Context: an optimization exercise on an open-source flow, tuned for small area. The choices shown serve that exercise and are no tape-out recipe.
In this exercise RTL edits were held to simulation tests only and were not proved equivalent to the original.
Power is estimated from default activity; no workload was simulated.

`flow/config.mk`:
```
export PLATFORM = sky130hd
export DESIGN_NAME = mips_core_top
export DESIGN_NICKNAME = mips_core_top
export VERILOG_FILES = /design/flow/design.v
export SDC_FILE = /design/flow/constraint.sdc
export NUM_CORES = 4
export LEC_CHECK = 0
export CAP_MARGIN = 20
export CORE_MARGIN = 2
export CORE_UTILIZATION = 40
export PLACE_DENSITY = 0.5
export SLEW_MARGIN = 20
export SYNTH_HIERARCHICAL = 1
export SYNTH_MINIMUM_KEEP_SIZE = 0
```
`flow/constraint.sdc`:
```
create_clock -name core_clock -period 8.0 [get_ports {clk_i}]
set_input_delay 1.6000 -clock core_clock [delete_from_list [all_inputs] [get_ports {clk_i}]]
set_output_delay 1.6000 -clock core_clock [all_outputs]
set_load 0.01 [all_outputs]
```
`flow/design.v`:
```
package mips_pkg;
    typedef logic [4:0]  reg_addr_t;
    typedef logic [31:0] instr_t;
    typedef logic [5:0]  funct_t;
    typedef logic [5:0]  opcode_t;
    typedef enum logic [1:0] {
        sel_funct,
        sel_add,
        sel_slt,
        sel_sltu
    } alu_sel_t;
    localparam reg_addr_t reg_zero = 5'd0;
    localparam opcode_t op_rtype = 6'h00;
    localparam opcode_t op_addi  = 6'h08;
    localparam opcode_t op_addiu = 6'h09;
    localparam opcode_t op_slti  = 6'h0a;
    localparam opcode_t op_sltiu = 6'h0b;
    localparam funct_t fn_sll  = 6'h00;
    localparam funct_t fn_srl  = 6'h02;
    localparam funct_t fn_sra  = 6'h03;
    localparam funct_t fn_add  = 6'h20;
    localparam funct_t fn_addu = 6'h21;
    localparam funct_t fn_sub  = 6'h22;
    localparam funct_t fn_subu = 6'h23;
    localparam funct_t fn_and  = 6'h24;
    localparam funct_t fn_or   = 6'h25;
    localparam funct_t fn_xor  = 6'h26;
    localparam funct_t fn_nor  = 6'h27;
    localparam funct_t fn_slt  = 6'h2a;
    localparam funct_t fn_sltu = 6'h2b;
endpackage
`timescale 1ns/10ps
module c_a222oi (input logic a1, a2, b1, b2, c1, c2, output logic y);
    assign y = ~((a1 & a2) | (b1 & b2) | (c1 & c2));
endmodule
module c_a221oi (input logic a1, a2, b1, b2, c1, output logic y);
    assign y = ~((a1 & a2) | (b1 & b2) | c1);
endmodule
module c_a22oi (input logic a1, a2, b1, b2, output logic y);
    assign y = ~((a1 & a2) | (b1 & b2));
endmodule
module c_a21oi (input logic a1, a2, b1, output logic y);
    assign y = ~((a1 & a2) | b1);
endmodule
module c_o211ai (input logic a1, a2, b1, c1, output logic y);
    assign y = ~((a1 | a2) & b1 & c1);
endmodule
module c_nand2 (input logic a, b, output logic y);
    assign y = ~(a & b);
endmodule
module c_nand3 (input logic a, b, c, output logic y);
    assign y = ~(a & b & c);
endmodule
module c_nand4 (input logic a, b, c, d, output logic y);
    assign y = ~(a & b & c & d);
endmodule
module c_mux2i (input logic a0, a1, s, output logic y);
    assign y = ~(s ? a1 : a0);
endmodule
module c_inv (input logic a, output logic y);
    assign y = ~a;
endmodule
module c_nor2 (input logic a, b, output logic y);
    assign y = ~(a | b);
endmodule
module c_or3 (input logic a, b, c, output logic y);
    assign y = a | b | c;
endmodule
module c_xor2 (input logic a, b, output logic y);
    assign y = a ^ b;
endmodule
module c_xnor2 (input logic a, b, output logic y);
    assign y = ~(a ^ b);
endmodule
module c_ha (input logic a, b, output logic s, co);
    assign {co, s} = {1'b0, a} + {1'b0, b};
endmodule
module rf_tail (input logic t8, t9, a1, a2, b1, b2, output logic y);
    assign y = ~(t8 & t9 & ~((a1 & a2) | (b1 & b2)));
endmodule
module rf_rdbit (
    input  logic [31:0] sel,
    input  logic [31:0] d,
    output logic        y
);
    logic [9:0]  t;
    logic [2:0]  u;
    for (genvar g = 0; g < 10; g++) begin : g_aoi
        c_a222oi a (.a1(sel[3*g+1]), .a2(d[3*g+1]), .b1(sel[3*g+2]), .b2(d[3*g+2]),
                    .c1(sel[3*g+3]), .c2(d[3*g+3]), .y(t[g]));
    end
    rf_tail tl (.t8(t[8]), .t9(t[9]), .a1(sel[31]), .a2(d[31]), .b1(sel[0]), .b2(d[0]), .y(u[2]));
    c_nand4 n0 (.a(t[0]), .b(t[1]), .c(t[2]), .d(t[3]), .y(u[0]));
    c_nand4 n1 (.a(t[4]), .b(t[5]), .c(t[6]), .d(t[7]), .y(u[1]));
    c_or3   o  (.a(u[0]), .b(u[1]), .c(u[2]), .y(y));
endmodule
module rf_rdbit31 (
    input  logic [31:1] sel,
    input  logic [31:1] d,
    output logic        y
);
    logic [10:0] t;
    logic [2:0]  u;
    for (genvar g = 0; g < 10; g++) begin : g_aoi
        c_a222oi a (.a1(sel[3*g+1]), .a2(d[3*g+1]), .b1(sel[3*g+2]), .b2(d[3*g+2]),
                    .c1(sel[3*g+3]), .c2(d[3*g+3]), .y(t[g]));
    end
    c_nand2 n31 (.a(sel[31]), .b(d[31]), .y(t[10]));
    c_nand4 n0 (.a(t[0]), .b(t[1]), .c(t[2]), .d(t[3]), .y(u[0]));
    c_nand4 n1 (.a(t[4]), .b(t[5]), .c(t[6]), .d(t[7]), .y(u[1]));
    c_nand3 n2 (.a(t[8]), .b(t[9]), .c(t[10]), .y(u[2]));
    c_or3   o  (.a(u[0]), .b(u[1]), .c(u[2]), .y(y));
endmodule
`timescale 1ns/10ps
module sh_stage #(
    parameter int S   = 1,
    parameter bit INV = 0     
) (
    input  logic [31:0] x,
    input  logic        n,
    input  logic        r,
    input  logic        l,
    input  logic        fr,
    output logic [31:0] y
);
    always_comb
    begin
        for (int i = 0; i < 32; i++)
            y[i] = ~((n & x[i]) |
                     ((i + S > 31) ? fr : (r & x[(i + S) % 32])) |
                     ((i < S) ? (INV ? l : 1'b0) : (l & x[(i + 32 - S) % 32])));
    end
endmodule
module res_bit (
    input  logic e_sum, sum,
    input  logic k11, g,
    input  logic kx, p,
    input  logic k00, nq,
    input  logic e_sh_n, shn,
    output logic y
);
    assign y = ~((e_sh_n | shn) &
                 ~((e_sum & sum) | (k11 & g) | (kx & p)) &
                 ~(k00 & nq));
endmodule
module res_bit0 (
    input  logic e_sum, sum,
    input  logic k11, g,
    input  logic kx, p,
    input  logic k00, nq,
    input  logic e_lt, lt,
    input  logic e_sh_n, shn,
    output logic y
);
    assign y = ~((e_sh_n | shn) &
                 ~((e_sum & sum) | (k11 & g) | (kx & p)) &
                 ~((k00 & nq) | (e_lt & lt)));
endmodule
`timescale 1ns/10ps
module mips_core_top #(
    parameter int data_width = 32
) (
    input  logic                  clk_i,
    input  logic                  reset_i,
    input  logic                  instr_valid,
    input  mips_pkg::instr_t      instr,
    input  logic                  flush,
    output logic                  wb_valid,
    output mips_pkg::reg_addr_t   wb_reg,
    output logic [data_width-1:0] wb_data
);
    logic [5:0] opcode;
    logic [5:0] funct;
    logic       is_rtype;
    logic       is_itype;
    logic       fn_ok;
    logic [4:0] id_dest;
    logic       id_we;
    assign opcode   = instr[31:26];
    assign funct    = instr[5:0];
    assign is_rtype = (opcode == 6'h00);
    assign is_itype = (opcode[5:2] == 4'b0010);    
    always_comb
    begin
        case (funct)
            6'h00, 6'h02, 6'h03,
            6'h20, 6'h21, 6'h22, 6'h23, 6'h24, 6'h25, 6'h26, 6'h27,
            6'h2a, 6'h2b: fn_ok = 1'b1;
            default:      fn_ok = 1'b0;
        endcase
    end
    assign id_dest = is_rtype ? instr[15:11] : instr[20:16];
    assign id_we   = instr_valid && !flush && (id_dest != 5'd0) &&
                     ((is_rtype && fn_ok) || is_itype);
    logic        ex_we;
    logic [4:0]  ex_rs;
    logic [4:0]  ex_rt;
    logic [15:0] ex_imm;      
    logic        ex_rtype;
    logic [1:0]  ex_op;       
    always_ff @(posedge clk_i, posedge reset_i)
    begin
        if (reset_i)
            ex_we <= 1'b0;
        else
            ex_we <= id_we;
    end
    always_ff @(posedge clk_i)
    begin
        ex_rs    <= instr[25:21];
        ex_rt    <= instr[20:16];
        ex_imm   <= instr[15:0];
        ex_rtype <= is_rtype;
        ex_op    <= opcode[1:0];
    end
    logic [5:0]  fn;
    logic [4:0]  shamt;
    logic [4:0]  ex_dest;
    logic        sub;         
    logic        uns;
    logic        e_sum;       
    logic        e_lt;        
    logic        e_sh;        
    logic        e_log;       
    logic        k11;         
    logic        kx;          
    logic        k00;         
    logic        left;
    assign fn      = ex_imm[5:0];
    assign shamt   = ex_imm[10:6];
    assign ex_dest = ex_rtype ? ex_imm[15:11] : ex_rt;
    assign sub   = ex_rtype ? (fn[1] && !fn[2]) : ex_op[1];
    assign uns   = ex_rtype ? fn[0] : ex_op[0];
    assign e_sh  = ex_rtype && !fn[5];
    assign e_log = ex_rtype && fn[5] && fn[2];
    assign e_lt  = ex_rtype ? (fn[5] && fn[3]) : ex_op[1];
    assign e_sum = ex_rtype ? (fn[5] && !fn[3] && !fn[2]) : !ex_op[1];
    assign k11   = e_log && !fn[1];
    assign kx    = e_log && (fn[1] ^ fn[0]);
    assign k00   = e_log && fn[1] && fn[0];
    assign left  = !fn[1];
    logic [31:0] regs [1:31];
    logic [31:1] rvalid;
    logic [31:1] sel1;
    logic [31:0] sel2;
    logic [31:0] imm_ext;
    logic [31:0] a;
    logic [31:0] b;
    always_comb
    begin
        for (int i = 1; i < 32; i++)
        begin
            sel1[i] = rvalid[i] && (ex_rs == 5'(i));
            sel2[i] = rvalid[i] && ex_rtype && (ex_rt == 5'(i));
        end
        sel2[0] = !ex_rtype;
    end
    assign imm_ext = {{16{ex_imm[15]}}, ex_imm};
    for (genvar j = 0; j < 32; j++) begin : g_rd
        logic [31:1] d1;
        logic [31:0] d2;
        always_comb
        begin
            for (int i = 1; i < 32; i++)
            begin
                d1[i] = regs[i][j];
                d2[i] = regs[i][j];
            end
            d2[0] = imm_ext[j];
        end
        rf_rdbit31 rd1 (.sel(sel1), .d(d1), .y(a[j]));
        rf_rdbit   rd2 (.sel(sel2), .d(d2), .y(b[j]));
    end
    logic [31:0] be;          
    logic [31:0] p;           
    logic [31:0] g;           
    logic [31:0] nq;          
    logic [16:0] c;
    logic [32:17] c0;
    logic [32:17] c1;
    logic [32:17] cs;
    logic [31:0] sum;
    logic        lt;
    assign c[0] = sub;
    for (genvar i = 0; i < 32; i++) begin : g_pg
        c_xor2 bx (.a(b[i]), .b(sub), .y(be[i]));
        c_ha   h  (.a(a[i]), .b(be[i]), .s(p[i]), .co(g[i]));
        c_nor2 nr (.a(a[i]), .b(be[i]), .y(nq[i]));
    end
    for (genvar i = 0; i < 16; i++) begin : g_lo
        if (i % 2 == 0) begin : g_even
            c_a21oi cy (.a1(p[i]), .a2(c[i]), .b1(g[i]), .y(c[i+1]));
            c_xor2  s  (.a(p[i]), .b(c[i]), .y(sum[i]));
        end else begin : g_odd
            c_a21oi cy (.a1(p[i]), .a2(c[i]), .b1(nq[i]), .y(c[i+1]));
            c_xnor2 s  (.a(p[i]), .b(c[i]), .y(sum[i]));
        end
    end
    c_inv   c0_17 (.a(g[16]), .y(c0[17]));
    assign c1[17] = nq[16];
    c_xor2  s16 (.a(p[16]), .b(c[16]), .y(sum[16]));
    for (genvar i = 17; i < 32; i++) begin : g_hi
        c_mux2i cm (.a0(c0[i]), .a1(c1[i]), .s(c[16]), .y(cs[i]));
        if (i % 2 == 0) begin : g_even
            c_a21oi cy0 (.a1(p[i]), .a2(c0[i]), .b1(g[i]), .y(c0[i+1]));
            c_a21oi cy1 (.a1(p[i]), .a2(c1[i]), .b1(g[i]), .y(c1[i+1]));
            c_xnor2 s   (.a(p[i]), .b(cs[i]), .y(sum[i]));
        end else begin : g_odd
            c_a21oi cy0 (.a1(p[i]), .a2(c0[i]), .b1(nq[i]), .y(c0[i+1]));
            c_a21oi cy1 (.a1(p[i]), .a2(c1[i]), .b1(nq[i]), .y(c1[i+1]));
            c_xor2  s   (.a(p[i]), .b(cs[i]), .y(sum[i]));
        end
    end
    c_mux2i cm32 (.a0(c0[32]), .a1(c1[32]), .s(c[16]), .y(cs[32]));
    assign lt = !cs[32] ^ (uns | p[31]);
    logic [31:0] sx [0:5];
    logic        fill;
    logic [4:0]  fr;
    assign sx[0] = b;
    assign fill  = fn[0] && b[31];            
    for (genvar k = 0; k < 5; k++) begin : g_sh
        assign fr[k] = shamt[k] && !left && ((k % 2 == 0) ? fill : !fill);
        sh_stage #(.S(1 << k), .INV(k % 2)) st (
            .x(sx[k]), .n(!shamt[k]), .r(shamt[k] && !left), .l(shamt[k] && left),
            .fr(fr[k]), .y(sx[k+1]));
    end
    logic [31:0] result;
    res_bit0 m0 (.e_sum(e_sum), .sum(sum[0]), .k11(k11), .g(g[0]), .kx(kx), .p(p[0]),
                 .k00(k00), .nq(nq[0]), .e_lt(e_lt), .lt(lt),
                 .e_sh_n(!e_sh), .shn(sx[5][0]), .y(result[0]));
    for (genvar i = 1; i < 32; i++) begin : g_res
        res_bit m (.e_sum(e_sum), .sum(sum[i]), .k11(k11), .g(g[i]), .kx(kx), .p(p[i]),
                   .k00(k00), .nq(nq[i]), .e_sh_n(!e_sh), .shn(sx[5][i]), .y(result[i]));
    end
    logic [31:1] we;
    always_comb
        for (int i = 1; i < 32; i++)
            we[i] = ex_we && (ex_dest == 5'(i));
    always_ff @(posedge clk_i, posedge reset_i)
    begin
        if (reset_i)
        begin
            rvalid   <= '0;
            wb_valid <= 1'b0;
        end
        else
        begin
            wb_valid <= ex_we;
            rvalid   <= rvalid | we;
        end
    end
    always_ff @(posedge clk_i)
    begin
        wb_reg  <= ex_dest;
        wb_data <= result;
        for (int i = 1; i < 32; i++)
            if (we[i])
                regs[i] <= result;
    end
endmodule
```
`flow/flow/run.sh`:
```
#!/bin/bash
# The standard ORFS layout (standard.sh, unchanged synthesis), with:
#  - clock tree synthesis without dummy loads, with clkbuf_4 clock buffers
#    and sink clusters of up to 10 flip-flops within 40 um;
#  - port buffers of buf_1 cells.
# make's full output goes to flow_make.log in this folder; ORFS's per-step
# logs stay under orfs/logs/.
set -euo pipefail
bash standard.sh \
    'CTS_ARGS=-sink_clustering_enable -repair_clock_nets -dont_use_dummy_load -buf_list {sky130_fd_sc_hd__clkbuf_4} -sink_clustering_size 10 -sink_clustering_max_diameter 40' \
    'BUFFER_PORTS_ARGS=-buffer_cell sky130_fd_sc_hd__buf_1' \
    finish > flow_make.log 2>&1
```
`flow/standard.sh`:
```
#!/bin/bash
# synth_recipe.tcl (not shown) runs the flow's synth.tcl, then flattens the netlist and writes it again
# the make line also repeats each setting of config.mk as NAME=value (left out here)
make -C /OpenROAD-flow-scripts/flow DESIGN_CONFIG=/design/flow/config.mk WORK_HOME=/design/flow/orfs CLKGATE_MAP_FILE= SYNTH_SCRIPT=/design/flow/synth_recipe.tcl "${@:-finish}"
```
==> impl_metrics.yaml, run 1 <==
floorplan:
  die_area_um2: 118000
  dieWidth_um: 343
  core_area_um2: 114000
  ioPinCount: 74
  fp.dieH_um: 343
  start_util_pct: 40.2
  num_rows: 124
timing:
  final-max-slew-violation-count: 0
  slew_headroom_pct: 23.9
  fin_crit_sh_pct: 94.3
  setup_tns_ns: 0
  final-setup-viol-count: 0
  hold_viol_final: 0
  grt_setup_unrepaired: "no"
  worst_slew_pin_slew_ns: 1.14
  max_freq_mhz: 133
  skew_ns: 0.179
  setup_slack_ns: 0.457
  period_needed_ns: 7.54
  hold_ws_ns: 0.488
place:
  pre_cts_ws_ns: 0.468
  port_buffers: 73
  hpwl_mm: 118
  finalWeightedCongestion: 1.02
worst_setup_path:
  worst_path_most_repeated_cell: "a21oi_2"
  cp_top_family: "compound AO/OA/AOI/OAI gates"
  critPathSlowestCell: "or3_1"
  startpoint_type: "flip-flop"
  slowest_delay_ns: 0.52
  path_max_fanout: 32
  cp_num_buf_inv: 3
  arrival_ns: 8.28
  worst-setup-path-type: "flip-flop to flip-flop"
  cp-end-kind: "flip-flop"
  required_ns: 8.73
final_layout:
  regMostFlops: "regs"
  layout-drive-gt1-share_pct: 14.9
  reg_top3: "regs: 992 flops, wb_data: 32 flops, rvalid: 31 flops"
  nets: 3213
  nFillCells: 10200
  area_delta_synth_final_pct: 9.97
  largest_reg_flops: 992
power_and_ir_drop:
  leakagePower_nw: 15.2
  power_density_nw_per_um2: 202
  total_power_mw: 10.2
  ir_drop_v: 0.000145
route:
  drt_iter0_drc: 8939
  drt_wl_total_mm: 191
  vias: 35600
  dr.pass1.iters: 15
  ant_nets: 0
  routedWlPerCell_um: 41.0
  drc: 0
  via_per_inst: 7.64
logic_synthesis:
  synth_mux_area_share_pct: 0.512
  yosysTopAreaCellShare_pct: 64.8
  synth_simple_gate_area_share_pct: 6.67
  synth_cell_types: 52
  synthesis.nets: 2852
  yosysSeqAreaShare_pct: 69.5
  postSynthAreaPerCell_um2: 16.5
  synth_top_family_by_area: "compound AO/OA/AOI/OAI gates"
  synth.area.top_cells: "edfxtp_1, a222oi_1, dfxtp_1, nand4_1, dfrtp_1"
  synth_area_um2: 45900
  synth_top_cell_by_area: "edfxtp_1"
  synth_compound_gate_area_share_pct: 20.2
  yosys.area_share.adder_pct: 0.872
  syn_inst: 2784
  ys_warn_count: 16
  ys_ff_latch: 1091
  synth-xor-area-share_pct: 1.26
grt:
  grtUsageTotal_pct: 31.6
  grt_pass1_vias: 34100
  antenna_found_initial: 11
  grt_max_degree: 34
  grt_pass1_wl_mm: 260
  grt_overflow_total: 0
clocking:
  cts_tree: "built"
  cts_buffers: 162
  postCtsHoldBufs: 0
  htree_levels: 4
  clock-sinks: 1091
  cts_setup_buffers: 0
  clkTransAtPathRegs_ns: 0.11
  root_buffer: "clkbuf_4"
  cts_max_path_buffers: 3
  clock_latency_ns: 1.16
flow_run:
  drv_cap: 0
worst_hold_path:
  hp-class: "flip-flop to flip-flop"
run_status:
  status: "complete, no violations"
[kinds of logic after synthesis]
group,Yosys count
flip-flops,1091
AO/OA/AOI/OAI,950
AND/OR/NAND/NOR,562
XOR/XNOR,66
buffers and inverters,62
adder cells (fa/ha/maj),32
multiplexers,21
[metal layers]
layer / up-vias / share of wire (%) / GRT usage (%)
li1: 14100 / - / -
met1: 17900 / 37 / 41.8
met2: 3094 / 43 / 46.0
met3: 564 / 14 / 9.33
met4: 6 / 6.6 / 18.8
met5: - / 0.079 / 0.721
[modules after synthesis (local to each module, per instance), excerpt]
| module | cell area (um2) | times used | cells inside |
|---|---|---|---|
| c_mux2i | 10.0 | 16 | 1 |
| res_bit0 | 38.8 | 1 | 4 |
| c_inv | 3.75 | 1 | 1 |
| c_nor2 | 3.75 | 32 | 1 |
| c_or3 | 6.26 | 64 | 1 |
| mips_core_top | 33300 | 1 | 1332 |
| c_xnor2 | 8.76 | 15 | 1 |
| c_nand2 | 3.75 | 32 | 1 |
| c_nand3 | 5.00 | 32 | 1 |
[worst reg2reg max path: cells and delay by family (launching register included)]
family / cells / cell delay [ns]
adder cells (fa/ha/maj): 1 / 0.36
AND/OR/NAND/NOR: 5 / 1.65
flip-flops: 1 / 0.38
AO/OA/AOI/OAI: 18 / 3.45
XOR/XNOR: 2 / 0.29
multiplexers: 1 / 0.26
buffers and inverters: 3 / 0.85
[where the power goes]
part           total (mW)  switching [mW]  internal [mW]
Clock                2.75            1.82          0.925
Sequential           6.47          0.0369           6.43
Combinational       0.967           0.714          0.252
[cell usage after synthesis (all sizes together)]
cell type  instances
a211oi             1
a21boi             2
a21oi             47
a221oi            41
a222oi           769
a22oi             55
a2bb2oi            1
a311o              1
and2              12
and3              64
and3b              1
buf               42
clkbuf             6
dfrtp             33
dfxtp             66
edfxtp           992
ha                32
inv               14
mux2i             21
nand2             75
nand2b             5
nand3             67
nand3b             1
nand4            136
nor2              81
nor2b              9
nor3               8
nor3b              3
nor4               3
o211ai            31
o21a               1
o21ai              1
or2               31
or3               65
or4                1
xnor2             16
xor2              50
[layout by cell type, fill, tap and decap left out, drive strengths merged, types with 2 or more instances in the layout]
cell,count
nand2,75
nor4,3
nand2b,5
a21oi,47
and2,12
dfrtp,33
o211ai,31
dfxtp,66
nor3b,3
or2,31
nand3,67
buf,245
mux2i,21
nor3,8
nor2,81
and3,64
a21boi,2
xor2,50
diode,3
clkbuf,162
ha,32
nor2b,9
a222oi,769
nand4,136
edfxtp,992
a22oi,55
or3,65
a221oi,41
xnor2,16
inv,14
[layout make-up]
class / instances / area, um2 / share of cell area, %
Sequential cell: 1091 / 31900 / 63.2
Multi-Input combinational cell: 1631 / 13800 / 27.4
Tap cell: 1512 / 1890 / 3.74
Timing Repair Buffer: 245 / 1570 / 3.10
Clock buffer: 162 / 1220 / 2.41
Inverter: 14 / 57.6 / 0.114
Antenna cell: 3 / 7.51 / 0.0149
[stage by stage]
| stage | instance area, um2 | util, % | instances |
|---|---|---|---|
| after global routing | 50500 | 44.2 | 4656 |
| after CTS | 50500 | 44.2 | 4655 |
| final | 50500 | 44.2 | 4658 |
| after detailed placement | 49300 | 43.1 | 4493 |
| after global placement | 49300 | 43.1 | 4493 |
| after floorplan | 45900 | - | 2784 |
[path summary, 6_finish.rpt]
| path | startpoint | end | slack, ns | depth (start not counted) |
|---|---|---|---|---|
| min in group asynchronous | reset_i | wb_valid | 0.56 | 3 |
| setup / recovery | ex_rt[0] | regs[1][29] | 0.46 | 30 |
| hold reg to reg | rvalid[27] | rvalid[27] | 0.49 | 1 |
| hold / removal | rvalid[27] | rvalid[27] | 0.49 | 1 |
| max in group asynchronous | reset_i | rvalid[19] | 6.89 | 3 |
| setup reg to reg | ex_rt[0] | regs[1][29] | 0.46 | 30 |
[what timing repair did]
action / in CTS / in global routing
resized for setup: 0 / 1
setup endpoints to repair: 0 / 193
hold endpoints to repair: 0 / 0
==> inputs of run 2 (changes only) <==
--- a/flow/config.mk
+++ b/flow/config.mk
@@ -7,8 +7,8 @@
 export LEC_CHECK = 0
 export CAP_MARGIN = 20
 export CORE_MARGIN = 2
-export CORE_UTILIZATION = 40
-export PLACE_DENSITY = 0.5
+export CORE_UTILIZATION = 50
+export PLACE_DENSITY = 0.6
 export SLEW_MARGIN = 20
 export SYNTH_HIERARCHICAL = 1
 export SYNTH_MINIMUM_KEEP_SIZE = 0
==> run 2 against run 1 <==
Effect of this change: core utilization grew 11 points; largest power group unchanged; cell area fell by 0.89%; global-route usage grew 6.4 points; sequential power hardly changed.
==> impl_metrics.yaml, run 2 <==
floorplan:
  start_util_pct: 50.3
  core_area_um2: 91400
  ioPinCount: 74
  fp.dieH_um: 307
  die_area_um2: 94300
  num_rows: 111
  dieWidth_um: 307
logic_synthesis:
  yosysTopAreaCellShare_pct: 64.8
  synth.area.top_cells: "edfxtp_1, a222oi_1, dfxtp_1, nand4_1, dfrtp_1"
  ys_warn_count: 16
  async_reset_ff_share_pct: 3.02
  syn_inst: 2784
  synth_top_cell_by_area: "edfxtp_1"
  synthesis.nets: 2852
  synth-edff-count: 992
  postSynthAreaPerCell_um2: 16.5
  synth_cell_types: 52
  synth.most_common_cell: "edfxtp_1"
  ys_ff_latch: 1091
  synth_top_flop_cell: "edfxtp_1"
  ys_top_cells_by_count: "edfxtp_1, a222oi_1, nand4_1"
  yosysSeqAreaShare_pct: 69.5
  synth_area_um2: 45900
route:
  wl_met2_mm: 77.1
  ant_nets: 0
  drt_wl_total_mm: 182
  drc: 0
  met3_wirelength_mm: 29.3
  routedWlPerCell_um: 42.1
  wl_met1_mm: 63.3
  route.top_layer_used: "met5"
  dr.pass1.iters: 19
  via_per_inst: 8.34
  vias: 36100
  drt_iter0_drc: 10900
clocking:
  root_buffer: "clkbuf_4"
  htree_levels: 4
  cts_max_path_buffers: 3
  clock_latency_ns: 1.13
  clkTransAtPathRegs_ns: 0.11
  clock-sinks: 1091
  postCtsHoldBufs: 0
  cts_buffers: 150
  cts_tree: "built"
timing:
  skew_ns: 0.118
  grt_setup_unrepaired: "no"
  period_needed_ns: 7.55
  hold_viol_final: 0
  final-setup-viol-count: 0
  setup_tns_ns: 0
  max_freq_mhz: 132
  worst_slew_pin_slew_ns: 1.09
  slew_headroom_pct: 25.4
  final-max-slew-violation-count: 0
  fin_crit_sh_pct: 94.4
final_layout:
  postLayoutCoreUtil_pct: 54.8
  reg_top3: "regs: 992 flops, wb_data: 32 flops, rvalid: 31 flops"
  nets: 3210
  layout_common_cells: "edfxtp_1, a222oi_1, buf_4"
  area_delta_synth_final_pct: 8.99
  largest_reg_flops: 992
  layout-drive-gt1-share_pct: 14.2
  regMostFlops: "regs"
  layout_commonest_cell: "edfxtp_1"
worst_setup_path:
  startpoint_type: "flip-flop"
  cp_num_buf_inv: 2
  slowest_delay_ns: 0.54
  cp_top_family: "compound AO/OA/AOI/OAI gates"
  critPathSlowestCell: "mux2i_1"
  cp-end-kind: "flip-flop"
  worst-setup-path-type: "flip-flop to flip-flop"
  worst_path_most_repeated_cell: "a21oi_2"
  arrival_ns: 8.33
  required_ns: 8.78
  path_max_fanout: 13
  rrSetupSlack_ns: 0.45
flow_run:
  drv_cap: 0
worst_hold_path:
  hp-class: "flip-flop to flip-flop"
grt:
  grt_pass1_vias: 33900
  grtUsageTotal_pct: 38.0
  grt_max_degree: 34
  grt_overflow_total: 0
  antenna_found_initial: 15
  grt_pass1_wl_mm: 252
place:
  finalWeightedCongestion: 1.00
  port_buffers: 73
  hpwl_mm: 115
run_status:
  status: "complete, no violations"
power_and_ir_drop:
  power_density_nw_per_um2: 201
  ir_drop_v: 0.000154
  leakagePower_nw: 15.2
[run 2: per-module statistics from Yosys, one instance, submodules excluded, a selection]
module / flip-flops and latches / cells inside
res_bit: 0 / 3
rf_tail: 0 / 2
c_ha: 0 / 1
c_mux2i: 0 / 1
c_a222oi: 0 / 1
c_xor2: 0 / 1
c_a21oi: 0 / 1
c_or3: 0 / 1
c_nand3: 0 / 1
c_inv: 0 / 1
c_nand2: 0 / 1
c_nor2: 0 / 1
[run 2: logic make-up (layout without fill, tap and decap cells)]
logic type	Yosys count	count (layout)	synth area share, %
flip-flops	1091	1091	69.5
XOR/XNOR	66	66	1.26
AO/OA/AOI/OAI	950	950	20.2
buffers and inverters	62	418	1.00
multiplexers	21	21	0.512
AND/OR/NAND/NOR	562	562	6.67
other	0	5	0
adder cells (fa/ha/maj)	32	32	0.872
[run 2: worst paths after layout]
kind                       cells past startpoint         end       from
max in group asynchronous                      2  rvalid[14]    reset_i
hold / removal                                 1   rvalid[3]  rvalid[3]
setup reg to reg                              30  regs[5][0]   ex_rt[0]
setup / recovery                              30  regs[5][0]   ex_rt[0]
hold reg to reg                                1   rvalid[3]  rvalid[3]
min in group asynchronous                      2       ex_we    reset_i
[run 2: timing repair]
action                                 CTS  global route
setup buffers                            0             1
endpoints found under the hold margin    0             0
gates resized for setup                  0             1
setup endpoints to repair                0            76
[run 2: area by class of cell]
class                      instances  area [um2]
fill                            7362       41300
sequential                      1091       31900
multi-input combinational       1631       13800
timing repair buffer             254        1630
tap                             1186        1480
clock buffer                     150        1130
inverter                          14        57.6
antenna                            5        12.5
[run 2: metal layers]
layer / GRT usage (%) / vias to the layer above
met2: 54.7 / 3536
li1: - / 14100
met5: 0 / -
met1: 50.5 / 17800
met4: 22.3 / 16
met3: 12.3 / 624
[run 2: power by group]
part / internal, mW / switching, mW
logic: 0.256 / 0.708
registers: 6.43 / 0.0362
clock network: 0.859 / 1.79
total: 7.54 / 2.53
[run 2: stage by stage]
stage / setup WS, ns / hold slack (ns) / cell area, um2 / total power [mW] / std cells
after detailed placement: 0.189 / 0.473 / 48900 / 7.52 / 4171
after global routing: 0.146 / 0.517 / 50100 / 10.4 / 4327
final: 0.448 / 0.506 / 50100 / 10.1 / 4331
after CTS: 0.0183 / 0.486 / 50000 / 10.1 / 4321
after floorplan: 0.322 / 0.352 / 45900 / 7.12 / 2784
after global placement: 0.282 / 0.480 / 48900 / 7.50 / 4170
[run 2: worst register-to-register path, delay by kind of cell (launching register included)]
kind                     cells  cell delay (ns)
AO/OA/AOI/OAI               18             3.46
XOR/XNOR                     2             0.33
buffers and inverters        2             0.51
multiplexers                 1             0.54
AND/OR/NAND/NOR              6             1.60
flip-flops                   1             0.38
adder cells (fa/ha/maj)      1             0.38
==> inputs of run 3 (changes only) <==
==> flow/flow/run.sh (replaced) <==
#!/bin/bash
# The standard ORFS layout (standard.sh, unchanged synthesis), with:
#  - clock tree synthesis without dummy loads, with clkbuf_4 clock buffers
#    and sink clusters of up to 9 flip-flops within 60 um;
#  - port buffers of buf_1 cells.
# make's full output goes to flow_make.log in this folder; ORFS's per-step
# logs stay under orfs/logs/.
set -euo pipefail
bash standard.sh \
    'CTS_ARGS=-sink_clustering_enable -repair_clock_nets -dont_use_dummy_load -buf_list {sky130_fd_sc_hd__clkbuf_4} -sink_clustering_size 9 -sink_clustering_max_diameter 60' \
    'BUFFER_PORTS_ARGS=-buffer_cell sky130_fd_sc_hd__buf_1' \
    finish > flow_make.log 2>&1
--- a/flow/config.mk
+++ b/flow/config.mk
@@ -7,8 +7,8 @@
 export LEC_CHECK = 0
 export CAP_MARGIN = 20
 export CORE_MARGIN = 2
-export CORE_UTILIZATION = 50
-export PLACE_DENSITY = 0.6
+export CORE_UTILIZATION = 40
+export PLACE_DENSITY = 0.5
 export SLEW_MARGIN = 20
 export SYNTH_HIERARCHICAL = 1
 export SYNTH_MINIMUM_KEEP_SIZE = 0
==> run 3 against run 2 <==
Effect of this change: still clean; synthesized area unchanged; critical path depth is the same; setup slack got worse by 0.031 ns; global-route usage fell by 6.3 points; synthesized cell count did not move; sequential power barely moved; wire length is 4.9% higher; critical path type unchanged.
==> impl_metrics.yaml, run 3 <==
logic_synthesis:
  synth.most_common_cell: "edfxtp_1"
  synthesis.nets: 2852
  synth_cell_types: 52
  syn_inst: 2784
  synth_top_cell_by_area: "edfxtp_1"
  async_reset_ff_share_pct: 3.02
  synth-edff-count: 992
  ys_warn_count: 16
  synth_area_um2: 45900
  ys_ff_latch: 1091
  synth.area.top_cells: "edfxtp_1, a222oi_1, dfxtp_1, nand4_1, dfrtp_1"
  ys_top_cells_by_count: "edfxtp_1, a222oi_1, nand4_1"
  yosysTopAreaCellShare_pct: 64.8
  postSynthAreaPerCell_um2: 16.5
  yosysSeqAreaShare_pct: 69.5
  synth_top_flop_cell: "edfxtp_1"
run_status:
  status: "complete, no violations"
timing:
  setup_slack_ns: 0.417
  final-max-slew-violation-count: 0
  hold_viol_final: 0
  setup_tns_ns: 0
  slew_headroom_pct: 18.1
  fin_crit_sh_pct: 94.8
  skew_ns: 0.111
  grt_setup_unrepaired: "no"
  final-setup-viol-count: 0
  period_needed_ns: 7.58
  worst_slew_pin_slew_ns: 1.19
  hold_ws_ns: 0.493
  max_freq_mhz: 132
worst_setup_path:
  cp-end-kind: "flip-flop"
  critPathSlowestCell: "or3_1"
  startpoint_type: "flip-flop"
  slowest_delay_ns: 0.52
  worst_path_most_repeated_cell: "a21oi_2"
  required_ns: 8.76
  arrival_ns: 8.34
  path_max_fanout: 32
  worst-setup-path-type: "flip-flop to flip-flop"
grt:
  grt_max_degree: 34
  grtUsageTotal_pct: 31.6
  grt_pass1_vias: 34100
  grt_overflow_total: 0
  antenna_found_initial: 9
  grt_pass1_wl_mm: 261
route:
  drt_wl_total_mm: 191
  drc: 0
  ant_nets: 0
  via_per_inst: 7.65
  drt_iter0_drc: 8839
  vias: 35500
  dr.pass1.iters: 14
  routedWlPerCell_um: 41.1
clocking:
  clkTransAtPathRegs_ns: 0.10
  htree_levels: 4
  cts_buffers: 144
  cts_tree: "built"
  clock-sinks: 1091
  clock_latency_ns: 1.14
  cts_max_path_buffers: 3
  root_buffer: "clkbuf_4"
floorplan:
  start_util_pct: 40.2
  ioPinCount: 74
  core_area_um2: 114000
  fp.dieH_um: 343
  die_area_um2: 118000
  num_rows: 124
  dieWidth_um: 343
final_layout:
  layout_commonest_cell: "edfxtp_1"
  regMostFlops: "regs"
  largest_reg_flops: 992
  area_delta_synth_final_pct: 9.70
  layout-drive-gt1-share_pct: 14.4
  layout_common_cells: "edfxtp_1, a222oi_1, buf_4"
  nets: 3195
  reg_top3: "regs: 992 flops, wb_data: 32 flops, rvalid: 31 flops"
power_and_ir_drop:
  leakagePower_nw: 15.1
  ir_drop_v: 0.000135
  power_density_nw_per_um2: 200
  total_power_mw: 10.1
place:
  port_buffers: 73
  pre_cts_ws_ns: 0.468
  finalWeightedCongestion: 1.02
  hpwl_mm: 118
worst_hold_path:
  hp-class: "flip-flop to flip-flop"
flow_run:
  drv_cap: 0
## run 3: cell counts after synthesis
No cell type changed its count.
## run 3: layer usage
layer	share of wire, %	global-route usage (%)
met1	36	41.7
met2	43	46.4
met3	14	9.63
met4	6.5	17.9
met5	0.088	1.00
## run 3: modules after synthesis, one instance, submodules excluded, a selection
module / area, um2 / cells inside / flops+latches / copies in the design
c_nor2: 3.75 / 1 / 0 / 32
c_mux2i: 10.0 / 1 / 0 / 16
c_xor2: 8.76 / 1 / 0 / 49
c_xnor2: 8.76 / 1 / 0 / 15
res_bit: 21.3 / 3 / 0 / 31
c_nand3: 5.00 / 1 / 0 / 32
c_nand2: 3.75 / 1 / 0 / 32
rf_tail: 12.5 / 2 / 0 / 32
c_ha: 12.5 / 1 / 0 / 32
res_bit0: 38.8 / 4 / 0 / 1
## run 3: repair_timing
item / CTS / global route
hold buffers: 0 / 0
setup buffers: 0 / 0
endpoints found under the setup margin: 0 / 260
gates resized for setup: 0 / 1
## run 3: power by group
group | internal (mW) | leakage [nW] | switching [mW]
clock | 0.828 | 0.663 | 1.83
sequential | 6.43 | 8.84 | 0.0371
combinational | 0.252 | 5.60 | 0.715
## run 3: path summary, 6_finish.rpt
path                       cells past startpoint      endpoint  slack [ns]       start
min reg2reg                                    1    rvalid[27]        0.49  rvalid[27]
max                                           30  regs[27][29]        0.42    ex_rt[4]
min                                            1    rvalid[27]        0.49  rvalid[27]
max reg2reg                                   30  regs[27][29]        0.42    ex_rt[4]
max in group asynchronous                      3    rvalid[10]        6.92     reset_i
min in group asynchronous                      3         ex_we        0.57     reset_i
## run 3: cell type report
cell class	instances	area, um2
Fill cell	10200	63800
Sequential cell	1091	31900
Multi-Input combinational cell	1631	13800
Tap cell	1512	1890
Timing Repair Buffer	245	1570
Clock buffer	144	1080
Inverter	14	57.6
Antenna cell	8	20.0
## run 3: through the flow
| stage | instance area (um2) | cells | utilization, % |
|---|---|---|---|
| final | 50400 | 4645 | 44.1 |
| after global routing | 50400 | 4638 | 44.1 |
| after CTS | 50400 | 4637 | 44.1 |
| after detailed placement | 49300 | 4493 | 43.1 |
| after global placement | 49300 | 4493 | 43.1 |
| after floorplan | 45900 | 2784 | - |
## run 3: worst max-delay path, delay by kind of cell, from the launching register on
family                     cells  cell delay, ns
AOI/OAI and AO/OA             18            3.43
and+or+nand+nor                5            1.60
buffers and inverters          3            0.84
DFF                            1            0.44
adders and majority gates      1            0.36
xor gates and xnor gates       2            0.29
muxes                          1            0.27
## run 3: kinds of logic after synthesis
family	Yosys count	share of synthesized area, %
muxes	21	0.512
AOI/OAI and AO/OA	950	20.2
and+or+nand+nor	562	6.67
xor gates and xnor gates	66	1.26
adders and majority gates	32	0.872
DFF	1091	69.5
buffers and inverters	62	1.00
==> inputs of run 4 (changes only) <==
==> flow/run.sh (new file) <==
#!/bin/bash
# synth_recipe.tcl (not shown) runs the flow's synth.tcl, then flattens the netlist and writes it again
# the make line also repeats each setting of config.mk as NAME=value (left out here)
make -C /OpenROAD-flow-scripts/flow DESIGN_CONFIG=/design/flow/config.mk WORK_HOME=/design/flow/orfs CLKGATE_MAP_FILE= SYNTH_SCRIPT=/design/flow/synth_recipe.tcl finish
--- a/flow/config.mk
+++ b/flow/config.mk
@@ -8,6 +8,9 @@
 export CAP_MARGIN = 20
 export CORE_MARGIN = 2
 export CORE_UTILIZATION = 40
+export CTS_BUF_LIST = sky130_fd_sc_hd__clkbuf_4
+export CTS_CLUSTER_DIAMETER = 40
+export CTS_CLUSTER_SIZE = 10
 export PLACE_DENSITY = 0.5
 export SLEW_MARGIN = 20
 export SYNTH_HIERARCHICAL = 1
removed: flow/flow/run.sh
removed: flow/standard.sh
==> run 4 against run 3 <==
Effect of this change: still clean on timing, DRC and antenna; critical path depth is 1 lower; synthesized area did not move; synthesized cell count unchanged; maximum frequency increased by 3.0%; via count grew 1.2%; critical endpoint is now regs[29][29].
==> impl_metrics.yaml, run 4 <==
logic_synthesis:
  synth_top_flop_cell: "edfxtp_1"
  postSynthAreaPerCell_um2: 16.5
  synth.most_common_cell: "edfxtp_1"
  synthesis.nets: 2852
  ys_top_cells_by_count: "edfxtp_1, a222oi_1, nand4_1"
  ys_warn_count: 16
  syn_inst: 2784
  synth.area.top_cells: "edfxtp_1, a222oi_1, dfxtp_1, nand4_1, dfrtp_1"
  yosysTopAreaCellShare_pct: 64.8
  ys_ff_latch: 1091
  synth-edff-count: 992
  synth_area_um2: 45900
  yosysSeqAreaShare_pct: 69.5
  synth_top_cell_by_area: "edfxtp_1"
  synth_cell_types: 52
  async_reset_ff_share_pct: 3.02
run_status:
  status: "complete, no violations"
route:
  drt_wl_total_mm: 191
  dr.pass1.iters: 15
  via_per_inst: 7.51
  routedWlPerCell_um: 40.0
  vias: 36000
  ant_nets: 0
  drt_iter0_drc: 9187
  drc: 0
final_layout:
  layout-drive-gt1-share_pct: 17.8
  layout_common_cells: "edfxtp_1, a222oi_1, clkbuf_4"
  layout_commonest_cell: "edfxtp_1"
  area_delta_synth_final_pct: 13.9
  reg_top3: "regs: 992 flops, wb_data: 32 flops, rvalid: 31 flops"
  regMostFlops: "regs"
  nets: 3199
  largest_reg_flops: 992
worst_setup_path:
  arrival_ns: 8.20
  slowest_delay_ns: 0.51
  cp-end-kind: "flip-flop"
  startpoint_type: "flip-flop"
  required_ns: 8.83
  worst-setup-path-type: "flip-flop to flip-flop"
  path_max_fanout: 32
  critPathSlowestCell: "or3_1"
  worst_path_most_repeated_cell: "a21oi_2"
clocking:
  clock-sinks: 1091
  cts_buffers: 163
  root_buffer: "clkbuf_4"
  clkTransAtPathRegs_ns: 0.10
  clock_latency_ns: 1.17
  htree_levels: 4
  cts_tree: "built"
  cts_max_path_buffers: 3
  cts_resized: 0
  cts_setup_buffers: 0
  postCtsHoldBufs: 0
floorplan:
  die_area_um2: 118000
  num_rows: 124
  ioPinCount: 74
  core_area_um2: 114000
  fp.dieH_um: 343
  start_util_pct: 40.2
  dieWidth_um: 343
timing:
  hold_viol_final: 0
  slew_headroom_pct: 22.6
  final-max-slew-violation-count: 0
  fin_crit_sh_pct: 92.1
  setup_tns_ns: 0
  skew_ns: 0.0890
  grt_setup_unrepaired: "no"
  max_freq_mhz: 136
  period_needed_ns: 7.37
  worst_slew_pin_slew_ns: 1.16
  final-setup-viol-count: 0
grt:
  grt_max_degree: 34
  grtUsageTotal_pct: 31.7
  grt_overflow_total: 0
  antenna_found_initial: 11
  grt_pass1_vias: 34400
  grt_pass1_wl_mm: 262
worst_hold_path:
  hp-class: "flip-flop to flip-flop"
place:
  port_buffers: 73
  finalWeightedCongestion: 0.985
  hpwl_mm: 115
power_and_ir_drop:
  ir_drop_v: 0.000135
  leakagePower_nw: 16.0
  total_power_mw: 11.6
  power_density_nw_per_um2: 222
flow_run:
  drv_cap: 0
-- run 4: cell count changes in the layout (fill, tap and decap cells not counted), moves of 20 or more --
| cell | change |
|---|---|
| buf_1 | -73 |
| clkbuf_4 | +62 |
| clkdlybuf4s50_1 | +73 |
| clkinv_1 | +20 |
| clkinvlp_4 | +21 |
| bufinv_16 | +22 |
-- run 4: kinds of logic after synthesis --
logic type	synth area share, %
muxes	0.512
DFF	69.5
adders and majority gates	0.872
and+or+nand+nor	6.67
AOI/OAI and AO/OA	20.2
buffers and inverters	1.00
xor gates and xnor gates	1.26
-- run 4: final timing paths --
kind	start	to	slack [ns]	cells after the start
setup / recovery	ex_rt[0]	regs[29][29]	0.63	29
hold / removal	rvalid[25]	rvalid[25]	0.50	1
setup reg to reg	ex_rt[0]	regs[29][29]	0.63	29
hold reg to reg	rvalid[25]	rvalid[25]	0.50	1
max in group asynchronous	reset_i	rvalid[11]	6.59	3
min in group asynchronous	reset_i	ex_we	0.90	3
-- run 4: power by group --
| part | internal [mW] | total, mW | switching, mW | leakage (nW) |
|---|---|---|---|---|
| combinational | 0.295 | 0.975 | 0.679 | 5.71 |
| sequential | 6.43 | 6.47 | 0.0408 | 8.84 |
| clock | 1.99 | 4.20 | 2.21 | 1.44 |
-- run 4: modules after synthesis (local to each module, per instance), a selection --
module    cells inside  cell area [um2]  flops+latches
c_ha                 1             12.5              0
c_mux2i              1             10.0              0
c_nand3              1             5.00              0
c_nor2               1             3.75              0
rf_tail              2             12.5              0
c_inv                1             3.75              0
c_xor2               1             8.76              0
c_xnor2              1             8.76              0
c_nand4              1             6.26              0
c_a222oi             1             10.0              0
-- run 4: metrics by stage --
stage / cell area, um2 / util [%] / instances / setup WS (ns) / hold WS [ns]
final: 52300 / 45.8 / 4790 / 0.634 / 0.497
after global routing: 52300 / 45.8 / 4788 / 0.183 / 0.520
after CTS: 52300 / 45.8 / 4782 / 0.668 / 0.492
after detailed placement: 49600 / 43.5 / 4477 / 0.722 / 0.461
after global placement: 49600 / 43.5 / 4476 / 0.585 / 0.461
after floorplan: 45900 / - / 2784 / 0.322 / 0.352
-- run 4: critical path, delay by kind of cell (launching register included) --
family,cells,cell delay (ns)
and+or+nand+nor,5,1.48
buffers and inverters,2,0.57
AOI/OAI and AO/OA,18,3.75
adders and majority gates,1,0.35
muxes,1,0.23
xor gates and xnor gates,2,0.28
DFF,1,0.41
-- run 4: final cells by class --
| type | instances | area, um2 |
|---|---|---|
| fill | 10100 | 61900 |
| clock inverter | 99 | 1130 |
| clock buffer | 206 | 1550 |
| timing repair buffer | 230 | 1910 |
| antenna | 7 | 17.5 |
| multi-input combinational | 1631 | 13900 |
| tap | 1512 | 1890 |
| inverter | 14 | 57.6 |
| sequential | 1091 | 31900 |
-- run 4: routing by layer --
layer | vias to the layer above | track usage, % | wire length [um]
li1 | 14200 | - | -
met1 | 18100 | 42.2 | 70200
met2 | 3141 | 46.7 | 83000
met3 | 505 | 9.10 | 26500
met4 | 4 | 17.5 | 11700
met5 | - | 0 | 29
==> inputs of run 5 (changes only) <==
--- a/flow/design.v
+++ b/flow/design.v
@@ -131,6 +131,17 @@
                      ((i < S) ? (INV ? l : 1'b0) : (l & x[(i + 32 - S) % 32])));
     end
 endmodule
+module csel_bit (
+    input  logic p, k,
+    input  logic c0i, c1i,
+    input  logic s,
+    output logic c0o, c1o,
+    output logic cs
+);
+    assign c0o = ~((p & c0i) | k);
+    assign c1o = ~((p & c1i) | k);
+    assign cs  = ~(s ? c1i : c0i);
+endmodule
 module res_bit (
     input  logic e_sum, sum,
     input  logic k11, g,
@@ -300,15 +311,12 @@
     assign c1[17] = nq[16];
     c_xor2  s16 (.a(p[16]), .b(c[16]), .y(sum[16]));
     for (genvar i = 17; i < 32; i++) begin : g_hi
-        c_mux2i cm (.a0(c0[i]), .a1(c1[i]), .s(c[16]), .y(cs[i]));
+        csel_bit cb (.p(p[i]), .k((i % 2 == 0) ? g[i] : nq[i]), .c0i(c0[i]), .c1i(c1[i]),
+                     .s(c[16]), .c0o(c0[i+1]), .c1o(c1[i+1]), .cs(cs[i]));
         if (i % 2 == 0) begin : g_even
-            c_a21oi cy0 (.a1(p[i]), .a2(c0[i]), .b1(g[i]), .y(c0[i+1]));
-            c_a21oi cy1 (.a1(p[i]), .a2(c1[i]), .b1(g[i]), .y(c1[i+1]));
-            c_xnor2 s   (.a(p[i]), .b(cs[i]), .y(sum[i]));
+            c_xnor2 s (.a(p[i]), .b(cs[i]), .y(sum[i]));
         end else begin : g_odd
-            c_a21oi cy0 (.a1(p[i]), .a2(c0[i]), .b1(nq[i]), .y(c0[i+1]));
-            c_a21oi cy1 (.a1(p[i]), .a2(c1[i]), .b1(nq[i]), .y(c1[i+1]));
-            c_xor2  s   (.a(p[i]), .b(cs[i]), .y(sum[i]));
+            c_xor2  s (.a(p[i]), .b(cs[i]), .y(sum[i]));
         end
     end
     c_mux2i cm32 (.a0(c0[32]), .a1(c1[32]), .s(c[16]), .y(cs[32]));
==> flow/flow/run.sh (new file) <==
#!/bin/bash
# The standard ORFS layout (standard.sh, unchanged synthesis), with:
#  - clock tree synthesis without dummy loads, with clkbuf_4 clock buffers
#    and sink clusters of up to 9 flip-flops within 60 um;
#  - port buffers of buf_1 cells.
# make's full output goes to flow_make.log in this folder; ORFS's per-step
# logs stay under orfs/logs/.
set -euo pipefail
bash standard.sh \
    'CTS_ARGS=-sink_clustering_enable -repair_clock_nets -dont_use_dummy_load -buf_list {sky130_fd_sc_hd__clkbuf_4} -sink_clustering_size 9 -sink_clustering_max_diameter 60' \
    'BUFFER_PORTS_ARGS=-buffer_cell sky130_fd_sc_hd__buf_1' \
    finish > flow_make.log 2>&1
==> flow/standard.sh (new file) <==
#!/bin/bash
# synth_recipe.tcl (not shown) runs the flow's synth.tcl, then flattens the netlist and writes it again
# the make line also repeats each setting of config.mk as NAME=value (left out here)
make -C /OpenROAD-flow-scripts/flow DESIGN_CONFIG=/design/flow/config.mk WORK_HOME=/design/flow/orfs CLKGATE_MAP_FILE= SYNTH_SCRIPT=/design/flow/synth_recipe.tcl "${@:-finish}"
--- a/flow/config.mk
+++ b/flow/config.mk
@@ -8,9 +8,6 @@
 export CAP_MARGIN = 20
 export CORE_MARGIN = 2
 export CORE_UTILIZATION = 40
-export CTS_BUF_LIST = sky130_fd_sc_hd__clkbuf_4
-export CTS_CLUSTER_DIAMETER = 40
-export CTS_CLUSTER_SIZE = 10
 export PLACE_DENSITY = 0.5
 export SLEW_MARGIN = 20
 export SYNTH_HIERARCHICAL = 1
removed: flow/run.sh
==> run 5 against run 4 <==
Effect of this change: highest routed layer unchanged; cell count down 3.0%; still clean on timing, DRC and antenna; cell area down 4.0%; critical endpoint is now regs[19][0]; core utilization down 1.8 points; largest power group unchanged; synthesized cell count unchanged; sequential power about the same.
==> impl_metrics.yaml, run 5 <==
run_status:
  status: "complete, no violations"
worst_setup_path:
  crit_start: "ex_rt[0]"
  arrival_ns: 8.34
  worst_path_most_repeated_cell: "a21oi_1"
  reg2reg_depth: 30
  worst-setup-path-type: "flip-flop to flip-flop"
  cp-end-kind: "flip-flop"
  slowest_delay_ns: 0.58
  critPathSlowestCell: "nor3_1"
  required_ns: 8.77
  worstSetupEndpoint: "regs[19][0]"
  rrSetupSlack_ns: 0.43
  r2r-start: "ex_rt[0]"
  startpoint_type: "flip-flop"
  path_max_fanout: 24
  timing.rr.end: "regs[19][0]"
place:
  pre_cts_ws_ns: 0.718
  port_buffers: 73
  placed_cells: 4489
  dpl_cell_area_um2: 49100
  hpwl_mm: 118
  finalWeightedCongestion: 1.01
clocking:
  cts_max_path_buffers: 3
  root_buffer: "clkbuf_4"
  cts_resized: 0
  postCtsHoldBufs: 0
  clkTransAtPathRegs_ns: 0.09
  cts_tree: "built"
  clock_latency_ns: 1.12
  cts_buffers: 144
  clock-sinks: 1091
  cts_setup_buffers: 0
  htree_levels: 4
grt:
  grt_pass1_vias: 33700
  grt_overflow_total: 0
  grtUsageTotal_pct: 31.8
  busiest_layer: "met2"
  grt.met2_usage_pct: 46.3
  grt_max_degree: 34
  grt_pass1_wl_mm: 261
  grt_util_met1_pct: 42.7
  antenna_found_initial: 10
  use_met3_pct: 9.93
logic_synthesis:
  syn_inst: 2784
  synth_area_um2: 45800
  ys_ff_latch: 1091
  synth_cell_types: 52
  yosysSeqAreaShare_pct: 69.7
  async_reset_ff_share_pct: 3.02
  postSynthAreaPerCell_um2: 16.5
  synth_top_flop_cell: "edfxtp_1"
  synth.area.top_cells: "edfxtp_1, a222oi_1, dfxtp_1, nand4_1, dfrtp_1"
  yosysTopAreaCellShare_pct: 65.0
  ys_top_cells_by_count: "edfxtp_1, a222oi_1, nand4_1"
  synth.most_common_cell: "edfxtp_1"
  synthesis.nets: 2852
  synth-edff-count: 992
  synth_top_cell_by_area: "edfxtp_1"
  ys_warn_count: 16
timing:
  setup_tns_ns: 0
  slew_headroom_pct: 13.5
  skew_ns: 0.119
  grt_setup_unrepaired: "no"
  fin_crit_sh_pct: 94.6
  setup_slack_ns: 0.428
  hold_viol_final: 0
  final-max-slew-violation-count: 0
  final-setup-viol-count: 0
  hold_ws_ns: 0.507
  period_needed_ns: 7.57
  max_freq_mhz: 132
  worst_slew_pin_slew_ns: 1.30
final_layout:
  postLayoutCoreUtil_pct: 44.1
  reg_top3: "regs: 992 flops, wb_data: 32 flops, rvalid: 31 flops"
  layout_common_cells: "edfxtp_1, a222oi_1, buf_4"
  regMostFlops: "regs"
  final_area_um2: 50300
  stdcell_count: 4646
  layout-drive-gt1-share_pct: 13.3
  largest_reg_flops: 992
  layout_commonest_cell: "edfxtp_1"
  area_delta_synth_final_pct: 9.70
  nets: 3194
floorplan:
  fp.dieH_um: 342
  core_area_um2: 114000
  num_rows: 124
  ioPinCount: 74
  start_util_pct: 40.2
  die_area_um2: 117000
  dieWidth_um: 342
route:
  drt_iter0_drc: 9265
  via_per_inst: 7.66
  drc: 0
  vias: 35600
  routedWlPerCell_um: 41.2
  ant_nets: 0
  dr.pass1.iters: 14
  drt_wl_total_mm: 191
power_and_ir_drop:
  internal_power_mw: 7.51
  seq_power_share_pct: 64.2
  total_power_mw: 10.1
  ir_drop_v: 0.000123
  p_clk_share_pct: 26.3
  power_density_nw_per_um2: 200
  power_frac_comb_pct: 9.5
  switching_power_mw: 2.56
  leakagePower_nw: 15.1
  p_sw_share_pct: 25.4
flow_run:
  drv_cap: 0
worst_hold_path:
  min_path_cells: 1
  hp-class: "flip-flop to flip-flop"
## run 5: layout make-up
class / count / area, um2
antenna: 10 / 25.0
clock buffer: 144 / 1080
fill: 10100 / 63800
inverter: 14 / 57.6
multi-input combinational: 1631 / 13700
sequential: 1091 / 31900
tap: 1512 / 1890
timing repair buffer: 244 / 1560
## run 5: worst max-delay path, delay by kind of cell, from the launching register on
kind                     cells  cell delay, ns
buffers and inverters        3            0.87
flip-flops                   1            0.35
adder cells (fa/ha/maj)      1            0.21
AND/OR/NAND/NOR              6            2.07
AO/OA/AOI/OAI               17            3.12
multiplexers                 1            0.17
XOR/XNOR                     2            0.45
## run 5: power groups by stage
stage	registers, mW	clock network, mW	logic (mW)
2_1_floorplan	6.60	0	0.501
3_3_place_gp	6.60	0	0.910
3_5_place_dp	6.60	0	0.930
4_1_cts	6.47	2.73	0.932
5_1_grt	6.47	2.93	1.01
6_report	6.47	2.65	0.957
## run 5: how the worst min path moves through the flow
stage,from,end,slack [ns]
6_report,rvalid[13],rvalid[13],0.51
5_1_grt,rvalid[13],rvalid[13],0.52
4_1_cts,reset_i,wb_valid,0.48
3_5_place_dp,rvalid[13],rvalid[13],0.49
3_3_place_gp,rvalid[31],rvalid[31],0.49
2_1_floorplan,ex_we,wb_valid,0.35
## run 5: kinds of logic (layout without fill, tap and decap cells)
logic type	count (synthesis)	after routing	synth area share, %
compound gates	950	950	20.0
xor+xnor	66	66	1.26
fa+ha+maj	32	32	0.874
buf+inv	62	402	1.00
flops	1091	1091	69.7
mux	21	21	0.513
other cells	0	10	0
simple gates	562	562	6.69
## run 5: Yosys stat by module (local to each module, per instance), a selection
module	times used	cell area, um2	cells	flip-flops and latches
res_bit0	1	38.8	4	0
c_or3	64	6.26	1	0
c_xor2	49	8.76	1	0
c_ha	32	12.5	1	0
c_nand4	128	6.26	1	0
c_xnor2	15	8.76	1	0
c_mux2i	1	10.0	1	0
mips_core_top	1	33300	1332	1091
c_a222oi	640	10.0	1	0
c_nor2	32	3.75	1	0
c_nand2	32	3.75	1	0
c_inv	1	3.75	1	0
## run 5: metal layers
metal	vias to the layer above	share of wire, %
met2	3146	43
li1	14100	-
met5	-	0.039
met3	511	14
met4	10	5.6
met1	17900	38
==> inputs of run 6 (changes only) <==
--- a/flow/design.v
+++ b/flow/design.v
@@ -120,14 +120,14 @@
     input  logic        n,
     input  logic        r,
     input  logic        l,
-    input  logic        fr,
+    input  logic        fill,    
     output logic [31:0] y
 );
     always_comb
     begin
         for (int i = 0; i < 32; i++)
             y[i] = ~((n & x[i]) |
-                     ((i + S > 31) ? fr : (r & x[(i + S) % 32])) |
+                     (r & ((i + S > 31) ? fill : x[(i + S) % 32])) |
                      ((i < S) ? (INV ? l : 1'b0) : (l & x[(i + 32 - S) % 32])));
     end
 endmodule
@@ -323,14 +323,12 @@
     assign lt = !cs[32] ^ (uns | p[31]);
     logic [31:0] sx [0:5];
     logic        fill;
-    logic [4:0]  fr;
     assign sx[0] = b;
     assign fill  = fn[0] && b[31];            
     for (genvar k = 0; k < 5; k++) begin : g_sh
-        assign fr[k] = shamt[k] && !left && ((k % 2 == 0) ? fill : !fill);
         sh_stage #(.S(1 << k), .INV(k % 2)) st (
             .x(sx[k]), .n(!shamt[k]), .r(shamt[k] && !left), .l(shamt[k] && left),
-            .fr(fr[k]), .y(sx[k+1]));
+            .fill((k % 2 == 0) ? fill : !fill), .y(sx[k+1]));
     end
     logic [31:0] result;
     res_bit0 m0 (.e_sum(e_sum), .sum(sum[0]), .k11(k11), .g(g[0]), .kx(kx), .p(p[0]),
==> run 6 against run 5 <==
Effect of this change: cell area up 0.81%; combinational power about the same; synthesized area down 0.17%; flip-flop and latch count unchanged; clock skew up 0.0090 ns; wire length down 0.51%; clock power about the same; largest cell class unchanged; largest power group unchanged; highest routed layer unchanged.
==> impl_metrics.yaml, run 6 <==
clocking:
  postCtsHoldBufs: 0
  cts_setup_buffers: 0
  cts_resized: 0
  cts_tree: "built"
  htree_levels: 4
  clock_latency_ns: 1.10
  clkTransAtPathRegs_ns: 0.11
  clock-sinks: 1091
  cts_max_path_buffers: 3
  root_buffer: "clkbuf_4"
  cts_buffers: 144
final_layout:
  nets: 3249
  area_delta_synth_final_pct: 10.8
  reg_top3: "regs: 992 flops, wb_data: 32 flops, rvalid: 31 flops"
  largest_reg_flops: 992
  seq_area_um2: 31900
  nFillCells: 10100
  postLayoutCoreUtil_pct: 44.5
  layout-drive-gt1-share_pct: 14.7
  stdcell_count: 4699
  layout_commonest_cell: "edfxtp_1"
  layout_common_cells: "edfxtp_1, a222oi_1, buf_4"
  multi_input_area_um2: 13600
  regMostFlops: "regs"
power_and_ir_drop:
  switching_power_mw: 2.55
  seq_power_share_pct: 64.3
  power_density_nw_per_um2: 199
  internal_power_mw: 7.51
  leakagePower_nw: 15.4
  power_frac_comb_pct: 9.5
  ir_drop_v: 0.000113
  total_power_mw: 10.1
  p_sw_share_pct: 25.4
  p_clk_share_pct: 26.3
route:
  via_per_inst: 7.68
  ant_nets: 0
  routedWlPerCell_um: 40.5
  drc: 0
  drt_wl_total_mm: 190
  dr.pass1.iters: 22
  vias: 36100
  drt_iter0_drc: 9629
grt:
  grt_max_degree: 34
  grtUsageTotal_pct: 31.5
  antenna_found_initial: 13
  grt_pass1_wl_mm: 260
  grt_overflow_total: 0
  grt_pass1_vias: 33700
timing:
  hold_viol_final: 0
  fin_crit_sh_pct: 96.6
  hold_ws_ns: 0.489
  setup_tns_ns: 0
  period_needed_ns: 7.73
  worst_slew_pin_slew_ns: 1.33
  final-setup-viol-count: 0
  final-max-slew-violation-count: 0
  max_freq_mhz: 129
  grt_setup_unrepaired: "no"
  skew_ns: 0.128
  slew_headroom_pct: 11.1
floorplan:
  ioPinCount: 74
  fp.dieH_um: 342
  start_util_pct: 40.2
  core_area_um2: 114000
  die_area_um2: 117000
  dieWidth_um: 342
  num_rows: 124
logic_synthesis:
  synth_top_flop_cell: "edfxtp_1"
  synth_top_cell_by_area: "edfxtp_1"
  ys_ff_latch: 1091
  synth.most_common_cell: "edfxtp_1"
  syn_inst: 2781
  ys_warn_count: 16
  synth_cell_types: 46
  yosysSeqAreaShare_pct: 69.8
  postSynthAreaPerCell_um2: 16.4
  synth-edff-count: 992
  ys_top_cells_by_count: "edfxtp_1, a222oi_1, nand4_1"
  yosysTopAreaCellShare_pct: 65.1
  async_reset_ff_share_pct: 3.02
  synthesis.nets: 2849
  synth.area.top_cells: "edfxtp_1, a222oi_1, dfxtp_1, nand4_1, dfrtp_1"
  synth_area_um2: 45700
worst_setup_path:
  required_ns: 8.78
  r2r-start: "ex_rt[2]"
  startpoint_type: "flip-flop"
  rrSetupSlack_ns: 0.27
  cp-end-kind: "flip-flop"
  worst_path_most_repeated_cell: "a21oi_2"
  slowest_delay_ns: 1.01
  arrival_ns: 8.51
  timing.rr.end: "regs[20][31]"
  critPathSlowestCell: "and3_1"
  reg2reg_depth: 28
  path_max_fanout: 20
  worst-setup-path-type: "flip-flop to flip-flop"
worst_hold_path:
  hold_end: "rvalid[17]"
  min_path_cells: 1
  min_from: "rvalid[17]"
  hp-class: "flip-flop to flip-flop"
run_status:
  status: "complete, no violations"
flow_run:
  drv_cap: 0
place:
  finalWeightedCongestion: 0.952
  port_buffers: 73
  hpwl_mm: 122
  placed_cells: 4545
## run 6: changes by cell type in the layout (fill, tap and decap cells not counted), sizes merged
cell and delta:
buf +60, a221oi -31, a222oi +31, and2 -3
a21boi -2, diode -2, and3 -1, clkbuf -1
inv +1, nand2 +1
## run 6: area by class of cell
class                   count  share of cell area (%)
clock buffers             144                    2.13
repair buffers            303                    4.05
multi-input cells        1626                    26.9
well taps                1512                    3.73
diodes                      8                  0.0395
inverters                  15                   0.121
flip-flops and latches   1091                    63.0
## run 6: critical path, delay by kind of cell, from the launching register on
family / cells / cell delay, ns
buffers and inverters: 1 / 0.39
adders and majority gates: 1 / 0.38
and+or+nand+nor: 4 / 1.99
AOI/OAI and AO/OA: 19 / 3.78
muxes: 1 / 0.31
xor gates and xnor gates: 2 / 0.22
DFF: 1 / 0.37
## run 6: how the worst max path moves through the flow
stage / from / end / slack [ns] / depth (start not counted)
2_1_floorplan: ex_rtype / regs[10][31] / 0.32 / 25
3_3_place_gp: ex_rt[3] / regs[16][22] / 0.56 / 28
3_5_place_dp: ex_rt[3] / regs[24][22] / 0.46 / 28
4_1_cts: ex_rt[3] / regs[28][31] / 0.45 / 28
5_1_grt: ex_rt[2] / regs[30][31] / 0.03 / 28
6_report: ex_rt[2] / regs[20][31] / 0.27 / 28
## run 6: cells by family (layout without fill, tap and decap cells)
group	after synthesis	count (layout)	share of synthesized area, %
xor gates and xnor gates	66	66	1.26
AOI/OAI and AO/OA	948	948	19.9
and+or+nand+nor	559	559	6.65
other	0	8	0
muxes	21	21	0.514
DFF	1091	1091	69.8
buffers and inverters	64	462	1.02
adders and majority gates	32	32	0.875
## run 6: layer usage
metal  share of wire (%)  vias to the layer above  track usage (%)  wire length, um
li1                    -                    14200                -                -
met4                 5.6                        2             16.0            10700
met3                  14                      445             7.00            26700
met2                  43                     3199             46.2            81700
met5              0.0084                        -                0               16
met1                  37                    18200             44.2            71300
## run 6: power groups by stage
stage | Clock, mW | Combinational, mW | Sequential [mW]
2_1_floorplan | 0 | 0.494 | 6.60
3_3_place_gp | 0 | 0.912 | 6.59
3_5_place_dp | 0 | 0.929 | 6.59
4_1_cts | 2.71 | 0.931 | 6.46
5_1_grt | 2.90 | 1.01 | 6.47
6_report | 2.64 | 0.955 | 6.47
## run 6: modules after synthesis (local to each module, per instance), a selection
module,cell area [um2],cells inside,flops+latches,times used
mips_core_top,33300,1328,1091,1
res_bit,21.3,3,0,31
csel_bit,20.0,3,0,15
rf_tail,12.5,2,0,32
c_ha,12.5,1,0,32
c_mux2i,10.0,1,0,1
c_a222oi,10.0,1,0,640
c_xnor2,8.76,1,0,15
c_xor2,8.76,1,0,49
c_a21oi,8.76,1,0,16
c_or3,6.26,1,0,64
c_nand4,6.26,1,0,128
c_nand3,5.00,1,0,32
c_nand2,3.75,1,0,32
c_inv,3.75,1,0,1
c_nor2,3.75,1,0,32
## run 6: metrics by stage
step	setup WS, ns	instance area [um2]
after floorplan	0.325	45700
after global placement	0.563	49500
after detailed placement	0.460	49600
after CTS	0.447	50600
after global routing	0.0252	50700
final	0.274	50700

[static timing again, ports no longer ideal]
How much do the figures lean on ideal ports? The routed layouts below were timed once more, with nothing changed but the port constraints.
Step 1 (the two cells are an assumption about what drives the block):
set clk [get_ports {clk_i}]
set_driving_cell -lib_cell sky130_fd_sc_hd__clkbuf_16 $clk
set_driving_cell -lib_cell sky130_fd_sc_hd__buf_2 [delete_from_list [all_inputs] $clk]
Step 2 also shifts input and output timing later by t, the mid clock arrival at the registers, as if the neighbouring blocks saw the same clock.
Three values: no drivers, after step 1, after step 2; two values: the first two.
run | shift t [ns] | setup WS [ns] | worst register clock-pin slew, ns | worst data-port slew with drivers (ns)
run 1 | 1.135 | 0.457 / 0.457 / 0.457 | 0.12 / 0.12 | 0.04
run 2 | 1.137 | 0.448 / 0.448 / 0.448 | 0.12 / 0.12 | 0.20
run 3 | 1.151 | 0.417 / 0.417 / 0.417 | 0.11 / 0.11 | 0.04
run 4 | 1.198 | 0.634 / 0.634 / 0.634 | 0.12 / 0.12 | 0.05
run 5 | 1.127 | 0.428 / 0.428 / 0.428 | 0.12 / 0.12 | 0.04
run 6 | 1.109 | 0.274 / 0.274 / 0.274 | 0.12 / 0.12 | 0.04
After both steps setup and hold are still met in every run listed.
